This is an optimization exercise on Yosys and OpenROAD, whose aim is small area, a short achievable clock period and few clock cycles per item, not a production implementation. At most, simulation tests tie the RTL to the original design; equivalence was not proved. No activity file was given, so power comes from the tool's default toggle rates.

Setup of run A:
==> flow/design.v (excerpt) <==
module dmme_top (
    input  logic  clk_in,
    input  logic  rst,
    input  logic  req,
    output logic  ack,
    input  dmme_data_pkg::elem_t a00,
    input  dmme_data_pkg::elem_t a01,
    input  dmme_data_pkg::elem_t a10,
    input  dmme_data_pkg::elem_t a11,
    input  dmme_data_pkg::elem_t b00,
    input  dmme_data_pkg::elem_t b01,
    input  dmme_data_pkg::elem_t b10,
    input  dmme_data_pkg::elem_t b11,
    output dmme_data_pkg::acc_t  c00,
    output dmme_data_pkg::acc_t  c01,
    output dmme_data_pkg::acc_t  c10,
    output dmme_data_pkg::acc_t  c11
);
For scale: roughly 140 I/O pins.
==> flow/config.mk <==
export PLATFORM = sky130hd
export DESIGN_NAME = dmme_top
export DESIGN_NICKNAME = dmme_top
export VERILOG_FILES = /design/flow/design.v
export SDC_FILE = /design/flow/constraint.sdc
export NUM_CORES = 4
export LEC_CHECK = 0
export CAP_MARGIN = 20
export CORE_MARGIN = 2
export CORE_UTILIZATION = 40
export PLACE_DENSITY = 0.6
export SETUP_SLACK_MARGIN = 3.2
export SLEW_MARGIN = 20
export SYNTH_HIERARCHICAL = 1
export SYNTH_MINIMUM_KEEP_SIZE = 0
==> flow/constraint.sdc <==
create_clock -name core_clock -period 7.0 [get_ports {clk_in}]
set_input_delay 1.4000 -clock core_clock [delete_from_list [all_inputs] [get_ports {clk_in}]]
set_output_delay 1.4000 -clock core_clock [all_outputs]
set_load 0.01 [all_outputs]
standard.sh (not shown) runs the stock make flow with config.mk's settings and CLKGATE_MAP_FILE= SYNTH_SCRIPT=/design/flow/synth_recipe.tcl, a recipe that flattens the netlist after the stock synthesis.
==> flow/flow/run.sh <==
#!/bin/bash
# The standard layout, with the resizer free to change a cell's footprint
# (the platform default restricts it to same-footprint swaps, which keeps the
# port buffers as delay cells).
bash standard.sh MATCH_CELL_FOOTPRINT=0 finish > standard.log 2>&1
Run A: PASS, flow complete, no timing, DRC or antenna violations
Testbench counts of run A, summed over its fixed seeds: cycles 3,200, jobs 1,600.
## Diff of input files: run B against run A
Settings: swapping 3.2 for 2.8 in SETUP_SLACK_MARGIN.
==> flow/flow/run.sh <==
#!/bin/bash
# The standard layout (standard.sh), with two changes to how it is made:
#  - the resizer may swap a cell for one of another footprint
#    (MATCH_CELL_FOOTPRINT=0; the platform default keeps same-footprint swaps)
#  - the ports are buffered with plain buffers (buf_2) instead of the delay
#    cells buffer_ports picks by default
# If the routed layout then has an antenna violation, the layout is made
# again with the default port buffers.
set -u
try() {
  local tag=$1; shift
  rm -rf orfs out/final.def
  bash standard.sh "$@" finish > "standard_$tag.log" 2>&1
  [ -f out/final.def ] || return 1
  printf 'read_db orfs/results/sky130hd/dmme_top/base/6_final.odb\ncheck_antennas\n' > "ant_$tag.tcl"
  openroad -no_init -exit "ant_$tag.tcl" > "ant_$tag.log" 2>&1
  ! grep -q "Found [1-9][0-9]* net violations" "ant_$tag.log"
}
try buf MATCH_CELL_FOOTPRINT=0 "BUFFER_PORTS_ARGS=-buffer_cell sky130_fd_sc_hd__buf_2" ||
  try std MATCH_CELL_FOOTPRINT=0
==> results.txt <==
Run B | status: complete | timing, DRC, antenna: pass. Fraction of power spent switching nets is lower on run A. Run B vs run A: clock power up. Run B: worst setup slack after placement higher than run A. Comparing total routing usage reported by global routing for run B and run A, the bigger number came from run A. Summary of run B over run A: final worst setup slack saw a decrease, critical path depth -1. When run B is set beside run A, its portion of total power attributed to the clock network turns out to be 2.6 points larger. Run B ends up with a wire length on met2 that is 8.1% lower than in run A.
For run C, these inputs were changed with respect to run B:
Settings: changing SETUP_SLACK_MARGIN from 2.8 to 3.0.
==> flow/flow/run.sh <==
#!/bin/bash
# The standard layout, with the resizer free to change a cell's footprint
# (the platform default restricts it to same-footprint swaps, which keeps the
# port buffers as delay cells).
bash standard.sh MATCH_CELL_FOOTPRINT=0 finish > standard.log 2>&1
==> comparison <==
- Run C: no failed stages, no open violations at the end
- The run showing the greater minimum setup slack in the final design is run C.
- Going from run B to run C, critical path depth grows by 1.
- Detailed-route via count of run C exceeds that of run B slightly.
- Higher switching fraction of total power among run B and run C: run B
- Run C against run B: routed wire length on met2 shows an increase of about 3%; cell area shows an increase of 6.6%; post-synthesis to final-layout area growth shows an increase of 7.2 points; async set-or-reset flop fraction in the synthesized netlist shows no meaningful change.
- Time the final worst path needs with I/O delays and setup: run C lower than run B

========
## run 1
dmme_top, a different RTL version from the one above (not shown whole).
For scale: ~110 flip-flops.
Settings: LEC_CHECK=0, CAP_MARGIN=20, CORE_MARGIN=2, CORE_UTILIZATION=60, PLACE_DENSITY=0.75, SETUP_SLACK_MARGIN=2.9, SLEW_MARGIN=20, SYNTH_HIERARCHICAL=1, SYNTH_MINIMUM_KEEP_SIZE=0, TNS_END_PERCENT=20; clock period 7.0 ns.
==> flow/flow/run.sh <==
#!/bin/bash
# The standard layout (standard.sh), with two changes to how it is made:
#  - the resizer may swap a cell for one of another footprint
#    (MATCH_CELL_FOOTPRINT=0; the platform default keeps same-footprint swaps)
#  - the ports are buffered with plain buffers (buf_2) instead of the delay
#    cells buffer_ports picks by default
# If the routed layout then has an antenna violation, the layout is made
# again with the default port buffers.
set -u
try() {
  local tag=$1; shift
  rm -rf orfs out/final.def
  bash standard.sh "$@" finish > "standard_$tag.log" 2>&1
  [ -f out/final.def ] || return 1
  printf 'read_db orfs/results/sky130hd/dmme_top/base/6_final.odb\ncheck_antennas\n' > "ant_$tag.tcl"
  openroad -no_init -exit "ant_$tag.tcl" > "ant_$tag.log" 2>&1
  ! grep -q "Found [1-9][0-9]* net violations" "ant_$tag.log"
}
try buf MATCH_CELL_FOOTPRINT=0 "BUFFER_PORTS_ARGS=-buffer_cell sky130_fd_sc_hd__buf_2" ||
  try std MATCH_CELL_FOOTPRINT=0
Testbench counts of run 1, summed over its fixed seeds: cycles 3,200, jobs 1,600.
diff inputs: run 1 => run 2
- SETUP_SLACK_MARGIN: 2.9 -> 2.8
[summary]
- Count of filler cells inserted in the layout went up by a few percent going from run 1 to run 2.
- Run 2 vs run 1, worst setup slack before clock tree synthesis went down by 45 ps.
- Compared with run 1, run 2 shows combinational power that has gone down by a few percent.
- Proportion of power drawn by the clock network delta (run 1 -> run 2): insignificant
- Compared to run 1, run 2 shows a narrower setup margin.
- Looking at highest attainable clock frequency across run 2 and run 1, the one that comes out lower is run 2.
- Going from run 1 to run 2, the post-route core utilization was found to have gone down by 1.6 points.
--- input diff run 2..run 3 ---
- TNS_END_PERCENT removed (was 20)
==> comparison <==
Clock distribution power: run 2 and run 3 compared, lower one is run 3. Run 2 → run 3: length of the first detailed-routing pass in iterations went up 1; wire length of the first global-routing pass increased 1.8%; gate count after technology mapping closely matched the old numbers; worst hold-check slack comparable. Higher count of clock-buffer cells in the layout was reported by run 3, not run 2. Relative to run 2, global-route met2 utilization increased by 0.46 points in run 3. Run 3 -> run 2: sequential share of layout area flat. Run 3 vs. run 2: footprint of the multi-input gates went up by 0.97%. Between run 3 and run 2, the setup slack does not differ in any meaningful way.
diff inputs: run 3 => run 4
- a change of SETUP_SLACK_MARGIN from 2.8 to 2.6
### Flow results
From run 3 to run 4 the numbers moved as follows: distinct cell type count of the synthesized netlist flat, critical path depth moved up, number of inserted diodes rose by 1.

========
before:
Another version of the RTL of dmme_top (not shown whole).
Size in the first run: ~1500 cells after synthesis, ~110 flip-flops, ~15000 sq um of cells after synthesis.
export LEC_CHECK = 0
export CAP_MARGIN = 20
export CORE_MARGIN = 2
export CORE_UTILIZATION = 65
export PLACE_DENSITY = 0.8
export SETUP_SLACK_MARGIN = 2.8
export SLEW_MARGIN = 20
export SYNTH_HIERARCHICAL = 1
export SYNTH_MINIMUM_KEEP_SIZE = 0
export TNS_END_PERCENT = 20
create_clock -name core_clock -period 7.0 [get_ports {clk_in}]
Scripts as last shown in full above: flow/flow/run.sh
before reached the final stage; the timing, DRC and antenna checks on its layout passed.
Testbench counts of before, summed over its fixed seeds: cycles 3,200, jobs 1,600.
Setup changes, before to after
Settings: swapping 65 for 60 in CORE_UTILIZATION; swapping 0.8 for 0.75 in PLACE_DENSITY.
## What came out
- Taking before as the reference point, the via count of after falls by 73.
- Sequential share of layout area of before is on par with after.
- [compare] base=before new=after: clock period minus worst slack fell by 6.2 ps, sequential power share closely matched the old numbers.
- after: worst hold slack after final layout lower than before

========
Setup of run a:
dmme_top, a different RTL version from the one above (not shown whole).
For scale: ~1600 cells after synthesis, roughly 130 flip-flops, ~140 I/O pins, ~16000 µm² of cells after synthesis.
==> flow/config.mk <==
export PLATFORM = sky130hd
export DESIGN_NAME = dmme_top
export DESIGN_NICKNAME = dmme_top
export VERILOG_FILES = /design/flow/design.v
export SDC_FILE = /design/flow/constraint.sdc
export NUM_CORES = 4
export LEC_CHECK = 0
export CAP_MARGIN = 20
export CORE_MARGIN = 2
export CORE_UTILIZATION = 60
export PLACE_DENSITY = 0.75
export SETUP_SLACK_MARGIN = 2.9
export SLEW_MARGIN = 20
export SYNTH_HIERARCHICAL = 1
export SYNTH_MINIMUM_KEEP_SIZE = 0
==> flow/constraint.sdc <==
create_clock -name core_clock -period 7.0 [get_ports {clk_in}]
set_input_delay 1.4000 -clock core_clock [delete_from_list [all_inputs] [get_ports {clk_in}]]
set_output_delay 1.4000 -clock core_clock [all_outputs]
set_load 0.01 [all_outputs]
Scripts as last shown in full above: flow/flow/run.sh
Per the final summary, run a finished and its layout is clean on timing, DRC and antenna.
Testbench counts of run a, summed over its fixed seeds: cycles 3,200, jobs 1,600.
## Diff of input files: run b against run a
Settings: a change of PLACE_DENSITY from 0.75 to 0.6; a change of CORE_UTILIZATION from 60 to 40; a change of SETUP_SLACK_MARGIN from 2.9 to 3.0.
- Run a -> run b: count of clock-buffer cells in the layout decreased by more than 10%
- Re sum of routed wire length over all layers: run a and run b aren't equal, and the lower value belongs to run a.
- Run b against run a: first-iteration DRC count saw a decrease, least setup slack across all paths after layout -0.045 ns, final instance count without filler cells increased by 190 relative to the old numbers, sequential power shows no meaningful change, highest achievable clock rate went down.

========
Setup of middle:
dmme_top, a different RTL version from the one above (not shown whole).
For scale: about 1700 cells after synthesis, roughly 150 flip-flops, roughly 140 I/O pins.
Settings: LEC_CHECK=0, CAP_MARGIN=20, CORE_MARGIN=2, CORE_UTILIZATION=40, PLACE_DENSITY=0.6, SETUP_SLACK_MARGIN=2.5, SLEW_MARGIN=20, SYNTH_HIERARCHICAL=1, SYNTH_MINIMUM_KEEP_SIZE=0; clock period 7.0 ns.
run.sh (not shown) runs the stock make flow with config.mk's settings and CLKGATE_MAP_FILE= SYNTH_SCRIPT=/design/flow/synth_recipe.tcl, a recipe that flattens the netlist after the stock synthesis.
Stock flow here: none of the scripts above is used.
Changes in east relative to middle:
- SETUP_SLACK_MARGIN changed from 2.5 to 2.8
Notes after the runs:
Signed area change from the synthesized netlist to the final layout: east vs middle up 3.8 points. Delta (east minus middle): via count of the first global-routing pass lost 194, first-pass GRT wire length saw a decrease, post-detailed-route wirelength per cell dropped about 4.4%, routed wire length -about 3.5%. middle -> east: peak supply drop decreased by a few percent. Of middle and east, the higher clock power belongs to east. Delta (east minus middle): multi-input logic area has increased; routing usage on met1 has decreased; global-route usage has decreased.
No functional check of the RTL was part of any run of this note.

========
job 8023:
RTL: one of the versions met above, not the one the previous note started from.
For scale: ~1600 cells after synthesis, ~130 flip-flops, roughly 140 I/O pins, about 16000 um2 of cells after synthesis.
// dmme_top
module dmme_top (
    input  logic  clk_in,
    input  logic  rst,
    input  logic  req,
    output logic  ack,
    input  dmme_data_pkg::elem_t a00,
    input  dmme_data_pkg::elem_t a01,
    input  dmme_data_pkg::elem_t a10,
    input  dmme_data_pkg::elem_t a11,
    input  dmme_data_pkg::elem_t b00,
    input  dmme_data_pkg::elem_t b01,
    input  dmme_data_pkg::elem_t b10,
    input  dmme_data_pkg::elem_t b11,
    output dmme_data_pkg::acc_t  c00,
    output dmme_data_pkg::acc_t  c01,
    output dmme_data_pkg::acc_t  c10,
    output dmme_data_pkg::acc_t  c11
);
clock: 7.0 ns
lec_check: 0
cap_margin: 20
core_margin: 2
core_utilization: 60
place_density: 0.75
setup_slack_margin: 2.8
slew_margin: 20
synth_hierarchical: 1
synth_minimum_keep_size: 0
standard.sh (not shown) runs the stock make flow with config.mk's settings and CLKGATE_MAP_FILE= SYNTH_SCRIPT=/design/flow/synth_recipe.tcl, a recipe that flattens the netlist after the stock synthesis.
Scripts as last shown in full above: flow/flow/run.sh
Every stage of the flow completed for job 8023, and the final layout passed the timing, DRC and antenna checks.
Testbench counts of job 8023, summed over its fixed seeds: cycles 3,200, jobs 1,600.
The following lists how job 9128 was set up differently from job 8023:
Settings: PLACE_DENSITY now 0.85, was 0.75; CORE_UTILIZATION now 70, was 60.
Findings:
Both conditions hold for job 9128: the flow ran to the end and the final layout passed the timing, DRC and antenna checks. For switching part of the total, job 9128 and job 8023 come out practically identical. Going from job 8023 to job 9128, met3 track demand over resource +2.7 points; global-route usage increased by 5.5 points relative to the old numbers. Summary: via count, job 9128 worse than job 8023. Compared job 9128 vs job 8023, and non-clock buffer instance count of the final layout is down in job 9128. On final period demand of the worst path, job 9128 does worse than job 8023. Job 9128 vs. job 8023: layout net count held steady, sequential share of layout area comparable, initial cell density of the core went up by 11 points, number of post-CTS setup repair buffers shows a reduction of 2. Measured against each other, job 9128 and job 8023 differ in multi-input gate share of total cell area, the higher figure coming from job 9128.

-- re-timing with driven ports --
Ports are ideal in the flow. The routed layouts listed here were re-timed in OpenROAD.
Step 1: set_driving_cell puts a clkbuf_16 on clk_in and a buf_2 on each other input, an assumption about the parent block.
Step 2 also shifts input and output timing later by t, the mid clock arrival at the registers, as if the neighbouring blocks saw the same clock.
Slacks: ideal / step 1 / step 2; pairs: ideal / step 1.
run | t, ns | setup slack, ns | worst setup path at the end | worst register clock-pin slew, ns
run A of note 1 | 0.493 | 2.956 / 2.903 / 2.719 | input to register | 0.06 / 0.06
run B of note 1 | 0.487 | 2.937 / 2.887 / 2.487 | input to register | 0.06 / 0.06
run C of note 1 | 0.493 | 2.943 / 2.889 / 2.528 | input to register | 0.07 / 0.07
run 1 | 0.408 | 2.859 / 2.872 / 2.464 | input to register | 0.08 / 0.08
run 2 | 0.408 | 2.821 / 2.827 / 2.419 | input to register | 0.08 / 0.08
run 3 | 0.412 | 2.822 / 2.848 / 2.436 | input to register | 0.08 / 0.08
run 4 | 0.405 | 2.654 / 2.675 / 2.270 | input to register | 0.08 / 0.08
before | 0.404 | 2.725 / 2.743 / 2.339 | input to register | 0.08 / 0.08
after | 0.413 | 2.731 / 2.753 / 2.340 | input to register | 0.09 / 0.09
run a of note 4 | 0.474 | 2.837 / 2.791 / 2.481 | input to register | 0.06 / 0.06
run b of note 4 | 0.486 | 2.792 / 2.741 / 2.544 | input to register | 0.07 / 0.07
middle | 0.500 | 2.537 / 2.497 / 2.007 | input to register | 0.07 / 0.07
east | 0.496 | 2.765 / 2.713 / 2.387 | input to register | 0.06 / 0.06
job 8023 | 0.471 | 2.806 / 2.759 / 2.501 | input to register | 0.06 / 0.06
job 9128 | 0.477 | 2.718 / 2.672 / 2.446 | input to register | 0.06 / 0.06
After both steps every run listed still meets setup and hold. For middle, which loses most, drivers alone change the setup slack by -0.040 ns; drivers and shift together by -0.530 ns.
